This is an optimization exercise on Yosys and OpenROAD, whose aim is small area, a short achievable clock period and few clock cycles per item, not a production implementation.
In this exercise RTL edits were held to simulation tests only and were not proved equivalent to the original.
No activity file was given, so power comes from the tool's default toggle rates.

==> flow/design.v, too long to show whole: its modules and the start of the top module <==
// module dstwr_front: 3701 lines
// module dstwr_queue: 48 lines
// module dstwr_back: 112 lines
// module ds_twr_time_of_flight: 52 lines
module ds_twr_time_of_flight (
  input  logic         clk_i,
  input  logic         rst_ni,
  input  logic         in_valid_i,
  output logic         in_ready_o,
  input  logic [191:0] in_data_i,
  output logic         out_valid_o,
  input  logic         out_ready_i,
  output logic [50:0]  out_data_o
);
  // ...
==> flow/flow/run.sh <==
#!/bin/bash
set -euo pipefail
bash standard.sh SETUP_SLACK_MARGIN=6.5 finish > standard_flow.log 2>&1
==> flow/standard.sh <==
#!/bin/bash
# synth_recipe.tcl (not shown) runs the flow's synth.tcl, then flattens the netlist and writes it again
# the make line also repeats each setting of config.mk as NAME=value (left out here)
make -C /OpenROAD-flow-scripts/flow DESIGN_CONFIG=/design/flow/config.mk WORK_HOME=/design/flow/orfs CLKGATE_MAP_FILE= SYNTH_SCRIPT=/design/flow/synth_recipe.tcl "${@:-finish}"
==> flow/config.mk <==
export PLATFORM = sky130hd
export DESIGN_NAME = ds_twr_time_of_flight
export DESIGN_NICKNAME = ds_twr_time_of_flight
export VERILOG_FILES = /design/flow/design.v
export SDC_FILE = /design/flow/constraint.sdc
export NUM_CORES = 4
export LEC_CHECK = 0
export CAP_MARGIN = 20
export CORE_MARGIN = 2
export CORE_UTILIZATION = 50
export SLEW_MARGIN = 20
==> flow/constraint.sdc <==
create_clock -name core_clock -period 11.0 [get_ports {clk_i}]
set_input_delay 2.2000 -clock core_clock [delete_from_list [all_inputs] [get_ports {clk_i}]]
set_output_delay 2.2000 -clock core_clock [all_outputs]
set_load 0.01 [all_outputs]
==> run_results.csv, run 1 <==
group,metric,value,unit
sta,fin_worst_skew,0.129,ns
cells_and_area,fin_util,0.574,
cells_and_area,multi_input_area,0.121,mm2
power,sequentialPower,24.7,mW
cells_and_area,final_area,0.253,mm2
route,highest_layer,"met5",
cells_and_area,nFillCells,38199,
synth,synthTopCellsByArea,"dfxtp_1, edfxtp_1, fa_1, ha_1, xnor2_1",
critical_path,crit_type,"flip-flop to flip-flop",
grt,grt_usage,0.289,
cells_and_area,nNonClkBuffers,864,
clock_tree,clock-root-buffer,"clkbuf_16",
placed_design,preCtsSetupSlack,4.87,ns
synth,synth-xor-area-share,0.0855,
route,vias,163074,
synth,synthFlopType,"dfxtp_1",
critical_path,crit_end,"u_front.diff2_q[57]",
critical_path,crit_path_max_incr_delay,1.09,ns
power,comb_power,40.7,mW
cells_and_area,seq_cells,4074,
grt,overflow,0,
clock_tree,numCtsBuffers,431,
run_status,status,"no timing/DRC/antenna violations",
clock_tree,postCtsSetupBuffers,184,
route,met1_length,256000,um
synth,synth_top_family_by_area,"adder cells",
route,routedWlPerCell,23.3,um
critical_path,r2r_slack,6.03,ns
Testbench counts, summed over its fixed seeds: cycles 1,896, items 1,600.
==> module dstwr_back, before the edit <==
module dstwr_back (
  input  logic                          clk_i,
  input  logic                          rst_ni,
  output logic                          front_adv_o,
  input  logic                          valid_i,
  input  logic [63:0]                   mag_i,
  input  logic                          neg_i,
  input  logic [33:0]                   sum_i,
  input  logic                          room_next_i,
  output logic                          push_o,
  output logic [dstwr_pkg::ResultW-1:0] res_o
);
  localparam int NS = dstwr_pkg::DivStages;
  localparam int SP = dstwr_pkg::StepsPerStage;
  logic [33:0] rem [NS+1];    
  logic [31:0] nq  [NS+1];    
  logic [33:0] dv  [NS+1];    
  logic        ng  [NS+1];
  logic        vl  [NS+1];
  logic        mk  [NS+1];    
  logic recirc_q, blocked_q, stop_q;
  logic leave, recirc_d, blocked_d, mark_in;
  logic zero_end;
  assign leave     = vl[NS] && !recirc_q;
  assign mark_in   = recirc_q && (mk[NS] || !blocked_q);
  assign blocked_d = (recirc_q && !blocked_q) ? 1'b1 :
                     (leave && mk[NS])        ? 1'b0 : blocked_q;
  assign recirc_d  = vl[NS-1] && !(room_next_i && (!blocked_d || mk[NS-1]));
  always_ff @(posedge clk_i or negedge rst_ni) begin
    if (!rst_ni) begin
      recirc_q  <= 1'b0;
      blocked_q <= 1'b0;
      stop_q    <= 1'b0;
    end else begin
      recirc_q  <= recirc_d;
      blocked_q <= blocked_d;
      stop_q    <= recirc_d || blocked_d;
    end
  end
  assign front_adv_o = !stop_q;
  assign rem[0] = recirc_q ? 34'd0 : mag_i[63:32];
  assign nq[0]  = recirc_q ? nq[NS] : mag_i[31:0];
  assign dv[0]  = recirc_q ? {33'd0, !zero_end} : sum_i;
  assign ng[0]  = recirc_q ? ng[NS] : neg_i;
  assign vl[0]  = recirc_q || (valid_i && !stop_q);
  assign mk[0]  = mark_in;
  for (genvar k = 0; k < NS; k++) begin : g_stage
    logic [33:0] r   [SP+1];
    logic [31:0] q   [SP+1];
    assign r[0] = rem[k];
    assign q[0] = nq[k];
    for (genvar s = 0; s < SP; s++) begin : g_step
      logic [34:0] sh;
      logic [35:0] df;
      assign sh = {r[s], q[s][31]};
      assign df = {1'b0, sh} - {2'b00, dv[k]};
      assign r[s+1] = df[35] ? sh[33:0] : df[33:0];
      assign q[s+1] = {q[s][30:0], ~df[35]};
    end
    logic        v_q;
    logic [33:0] r_q;
    logic [31:0] q_q;
    logic [33:0] d_q;
    logic        n_q;
    logic        m_q;
    always_ff @(posedge clk_i or negedge rst_ni) begin
      if (!rst_ni) v_q <= 1'b0;
      else v_q <= vl[k];
    end
    always_ff @(posedge clk_i) begin
      q_q <= q[SP];
      n_q <= ng[k];
      m_q <= mk[k];
    end
    if (k < NS - 1) begin : g_mid
      always_ff @(posedge clk_i) begin
        r_q <= r[SP];
        d_q <= dv[k];
      end
    end else begin : g_last
      logic z_q;
      always_ff @(posedge clk_i) begin
        z_q <= (dv[k] == 34'd0);
      end
      assign r_q = '0;
      assign d_q = {33'd0, ~z_q};
    end
    assign rem[k+1] = r_q;
    assign nq[k+1]  = q_q;
    assign dv[k+1]  = d_q;
    assign ng[k+1]  = n_q;
    assign vl[k+1]  = v_q;
    assign mk[k+1]  = m_q;
  end
  logic [31:0] q;
  logic [32:0] mag33;
  logic [32:0] ticks;
  logic        clipped;
  logic [33:0] scaled;
  logic [15:0] dist_cm;
  assign q        = nq[NS];
  assign zero_end = ~dv[NS][0];
  assign mag33    = {1'b0, q};
  assign ticks    = ng[NS] ? (33'd0 - mag33) : mag33;
  assign clipped = (q > dstwr_pkg::QNoClipMax);
  assign scaled  = ({16'd0, q[17:0]} << 15) - ({16'd0, q[17:0]} << 11)
                 + ({16'd0, q[17:0]} << 5) - ({16'd0, q[17:0]} << 3);
  assign dist_cm = clipped ? dstwr_pkg::DistMax : scaled[31:16];
  assign push_o = leave;
  assign res_o  = zero_end ? {{(dstwr_pkg::ResultW-1){1'b0}}, 1'b1}
                           : {ticks, dist_cm, clipped, 1'b0};
endmodule
==> run 2, diff against run 1 <==
--- a/flow/design.v
+++ b/flow/design.v
@@ -3773,3 +3773,3 @@
   localparam int SP = dstwr_pkg::StepsPerStage;
-  logic [33:0] rem [NS+1];    
+  logic [34:0] rem [NS+1];    
   logic [31:0] nq  [NS+1];    
@@ -3799,3 +3799,3 @@
   assign front_adv_o = !stop_q;
-  assign rem[0] = recirc_q ? 34'd0 : mag_i[63:32];
+  assign rem[0] = recirc_q ? 35'd0 : {3'b000, mag_i[63:32]};
   assign nq[0]  = recirc_q ? nq[NS] : mag_i[31:0];
@@ -3806,3 +3806,3 @@
   for (genvar k = 0; k < NS; k++) begin : g_stage
-    logic [33:0] r   [SP+1];
+    logic [34:0] r   [SP+1];
     logic [31:0] q   [SP+1];
@@ -3811,11 +3811,13 @@
     for (genvar s = 0; s < SP; s++) begin : g_step
-      logic [34:0] sh;
-      logic [35:0] df;
+      logic [35:0] sh;
+      logic [35:0] dx;
+      logic [35:0] nx;
       assign sh = {r[s], q[s][31]};
-      assign df = {1'b0, sh} - {2'b00, dv[k]};
-      assign r[s+1] = df[35] ? sh[33:0] : df[33:0];
-      assign q[s+1] = {q[s][30:0], ~df[35]};
+      assign dx = {2'b00, dv[k]} ^ {36{~r[s][34]}};
+      assign nx = sh + dx + {35'd0, ~r[s][34]};
+      assign r[s+1] = nx[34:0];
+      assign q[s+1] = {q[s][30:0], ~nx[35]};
     end
     logic        v_q;
-    logic [33:0] r_q;
+    logic [34:0] r_q;
     logic [31:0] q_q;
--- a/flow/config.mk
+++ b/flow/config.mk
@@ -9,3 +9,3 @@
 export CORE_MARGIN = 2
-export CORE_UTILIZATION = 50
+export CORE_UTILIZATION = 45
 export SLEW_MARGIN = 20
==> run 2 against run 1 <==
Synthesized area down 0.82%; still clean on timing, DRC and antenna; register-to-register slack worse by 0.39 ns; synthesized cell count down 5.1%; largest cell class unchanged.
==> run_results.csv, run 2 <==
group,metric,value,unit
worst_hold_path,hold_class,"flip-flop to flip-flop",
cells_and_area,top_regs,"u_back.g_stage.r_q x1085, u_back.g_stage.d_q x1054, u_back.g_stage.q_q x1024",
synth,synthTopCellsByCount,"dfxtp_1, xnor2_1, inv_1",
critical_path,arrival,6.03,ns
power,power_frac_comb,0.566,
clock_tree,path_clk_slew,0.06,ns
run_status,status,"no timing/DRC/antenna violations",
die,die_x,703,um
clock_tree,clockBufferDepth,4,
power,power_density,374,mW/mm2
power,internal_power,55.3,mW
cells_and_area,nFillCells,43142,
synth,synthFlopType,"dfxtp_1",
placed_design,gp_congestion,0.959,
grt,grt_pass1_wl,950000,um
synth,synth_edf_count,836,
cells_and_area,multi_input_area,0.121,mm2
clock_tree,insertion_delay,1.05,ns
critical_path,r2r_slack,5.64,ns
die,ios,249,
grt,grt_util_met3,0.0917,
route,viasPerCell,5.55,
sta,fin_worst_skew,0.124,ns
synth,yosysMostFrequentCell,"dfxtp_1",
sta,holdWs,0.258,ns
route,wl,650000,um
sta,finalHoldViolations,0,
cells_and_area,drive_gt1_frac,0.0888,
grt,grt_most_used_layer,"met2",
power,finalPower,94.1,mW
synth,seq_area_frac_synth,0.413,
cells_and_area,largest_register_ffs,1085,
cells_and_area,top_register,"u_back.g_stage.r_q",
grt,grt_util_met2,0.396,
cells_and_area,layout.cells.most_common,"dfxtp_1",
critical_path,r2r_end,"u_front.diff2_q[62]",
grt,grt_max_degree,132,
cells_and_area,seqCellArea,0.0908,mm2
sta,finalCritPeriodShare,0.487,
power,ir_drop,0.360,mV
synth,yosys.area.top_type_share,0.294,
sta,setup_violations,0,
clock_tree,numCtsBuffers,428,
power,p_sw_frac,0.412,
worst_hold_path,min_from,"u_back.g_stage[15].q_q[1]",
power,pwr-share-seq,0.272,
critical_path,end_kind,"flip-flop",
grt,grt_usage,0.252,
synth,ys_seq_elements,4105,
power,p_leak,105,nW
grt,grt_pass1_vias,152412,
placed_design,hpwl,449000,um
route,drc,0,
job,max-cap-violations,0,
synth,synthTopCellsByArea,"dfxtp_1, edfxtp_1, fa_1, xnor2_1, ha_1",
route,drtAntennaViolNets,0,
sta,layout_min_cycle_time,5.36,ns
cells_and_area,nets,23991,
sta,fmax,187,MHz
sta,layout_setup_ws,5.64,ns
route,drt-initial-drc-count,14648,
sta,slew_viol_final,0,
route,routedWlPerCell,23.2,um
cells_and_area,area_growth,14.5,%
synth,ys.warnings.count,73,
clock_tree,cts_tree,"built",
critical_path,crit_type,"flip-flop to flip-flop",
power,power_frac_clock,0.163,
synth,synth_fp_nets,23626,
clock_tree,htree_levels,5,
synth,syn_area,0.220,mm2
clock_tree,cts.sinks,4105,
grt,overflow,0,
cells_and_area,final_cell_mix,"dfxtp_1, xnor2_1, inv_1",
grt,grt_use_met1,0.312,
die,initial_core_util,0.452,
placed_design,io_buffer_count,248,
worst_hold_path,whs_path_depth,0,
critical_path,critPathMaxFanout,3,
synth,async_flop_share,0.00999,
clock_tree,clock-root-buffer,"clkbuf_16",
route,drt_pass1_iterations,14,
power,power.switching,38.7,mW
critical_path,crit_start,"u_front.row0_q[5]",
synth,synthCells,20813,
sta,worst_slew_margin_rel,0.0896,
synth,avgSynthCellArea,10.5,um2
critical_path,timing.rr.start,"u_front.row0_q[5]",
cells_and_area,fin_util,0.517,
placed_design,preCtsSetupSlack,4.92,ns
sta,rsz0062_at_grt,"true",
worst_hold_path,whs_endpoint,"u_back.g_stage[16].q_q[2]",
critical_path,worstRegToRegCells,19,
sta,tightest_slew,1.36,ns
critical_path,required,11.67,ns
die,rows,256,
synth,synth_top_area_cell,"dfxtp_1",
route,vias,155825,
die,coreArea,0.486,mm2
die,die_area,0.494,mm2
synth,synthDistinctLibCells,86,
grt,antenna_found_initial,57,
die,die_h,703,um
critical_path,start_kind,"flip-flop",
## run 2: cell types whose count changed after synthesis, sizes merged, moves of 34 or more
cell / before / now
a21o: 590 / 624
a21oi: 1179 / 1111
a31oi: 97 / 138
inv: 2850 / 1890
mux2: 418 / 47
mux2i: 84 / 24
nand2: 1229 / 841
nand2b: 256 / 310
nor2: 874 / 790
o21ai: 1128 / 713
xnor2: 1276 / 2462
xor2: 885 / 820
## run 2: layout make-up
| type | instances | share of cell area |
|---|---|---|
| multi-input combinational | 13959 | 0.483 |
| sequential | 4105 | 0.361 |
| clock buffer | 589 | 0.0495 |
| timing repair buffer | 794 | 0.0340 |
| tap | 6450 | 0.0321 |
| inverter | 1890 | 0.0286 |
| clock inverter | 215 | 0.0110 |
| antenna | 60 | 0.000597 |
## run 2: stage by stage
| stage | std cells | instance area [um2] | setup TNS, ns |
|---|---|---|---|
| after CTS | 27823 | 248000 | 0 |
| final | 28062 | 251000 | 0 |
| after detailed placement | 26892 | 230000 | 0 |
| after floorplan | 20813 | 220000 | -641.03 |
| after global placement | 26891 | 230000 | 0 |
| after global routing | 28036 | 251000 | 0 |
## run 2: worst max-delay path by stage
| stage | endpoint | slack [ns] |
|---|---|---|
| 2_1_floorplan | u_front.da[0] | -0.87 |
| 5_1_grt | u_front.diff2_q[62] | 5.49 |
| 6_report | u_front.diff2_q[62] | 5.64 |
| 4_1_cts | u_front.diff2_q[62] | 5.50 |
| 3_3_place_gp | u_front.ra[24] | 4.91 |
| 3_5_place_dp | u_front.ra[30] | 4.92 |
## run 2: kinds of logic (layout without fill, tap and decap cells)
| family | count (synthesis) | in the layout | share of synthesized area |
|---|---|---|---|
| other | 0 | 60 | 0 |
| muxes | 71 | 71 | 0.00350 |
| xor gates and xnor gates | 3282 | 3282 | 0.131 |
| buffers and inverters | 2750 | 3488 | 0.0470 |
| AOI/OAI and AO/OA | 4782 | 4782 | 0.145 |
| and+or+nand+nor | 3206 | 3207 | 0.0715 |
| DFF | 4105 | 4105 | 0.413 |
| adders and majority gates | 2617 | 2617 | 0.189 |
## run 2: metal layers
metal	wire length (um)	share of wire	vias to the layer above
met4	37000	0.057	69
met2	282000	0.43	7088
met1	257000	0.40	74656
li1	-	-	71793
met3	72200	0.11	2219
met5	1140	0.0017	-
## run 2: repair_timing
action,4_1_cts,5_1_grt
endpoints found under the setup margin,281,286
gates resized for setup,375,369
hold buffers,0,0
pin swaps,95,177
setup buffers,115,154
cloned,12,25
## run 2: worst max-delay path, cell delays in order (launching register included)
cell	delay (ns)
edfxtp_1	0.34
inv_2	0.04
fa_1	0.54
inv_2	0.04
fa_1	0.52
inv_2	0.04
fa_1	0.49
inv_2	0.05
ha_4	0.27
nand4_1	0.11
a21oi_2	0.15
o211ai_1	0.20
a2111oi_4	0.40
o211ai_1	0.27
a21o_1	0.30
o31a_1	0.33
o21a_1	0.26
or3_4	0.41
o31ai_4	0.19
xor2_1	0.09
## run 2: power by group through the flow
stage	Sequential (mW)	Clock, mW	Combinational [mW]
6_report	25.5	15.3	53.2
5_1_grt	26.1	16.3	59.5
4_1_cts	25.7	15.7	52.6
3_5_place_dp	26.0	0	51.9
3_3_place_gp	26.0	0	51.7
2_1_floorplan	24.1	0	41.7
Testbench counts of run 2, summed over its fixed seeds: cycles 1,896, items 1,600.

## separate check: timing with driven ports
No port has a modelled driver above. Below, the same layouts with a new extraction and two added sets of constraints.
Step 1 sets driving cells, clkbuf_16 on the clock port and buf_2 on the other inputs (assumed; they add their load-dependent delay and slew).
Step 2 times the ports against the registers' clock, not the clock port: input delays grow and output delays shrink by t, the midpoint of the rising clock arrivals with the driver on.
Three values: ideal, step 1, step 2; two values: the first two.
| run | shift t [ns] | setup slack, ns | hold WS [ns] | worst setup path at the end | cell pins on the clock port's net |
|---|---|---|---|---|---|
| run 1 | 1.095 | 6.032 / 6.032 / 5.570 | 0.281 / 0.281 / 0.281 | input to register | 1 |
| run 2 | 1.100 | 5.641 / 5.641 / 5.577 | 0.258 / 0.258 / 0.258 | input to register | 1 |
After both steps setup and hold are still met in every run listed. For run 1, which loses most, drivers alone change the setup slack by 0.000 ns; drivers and shift together by -0.462 ns.
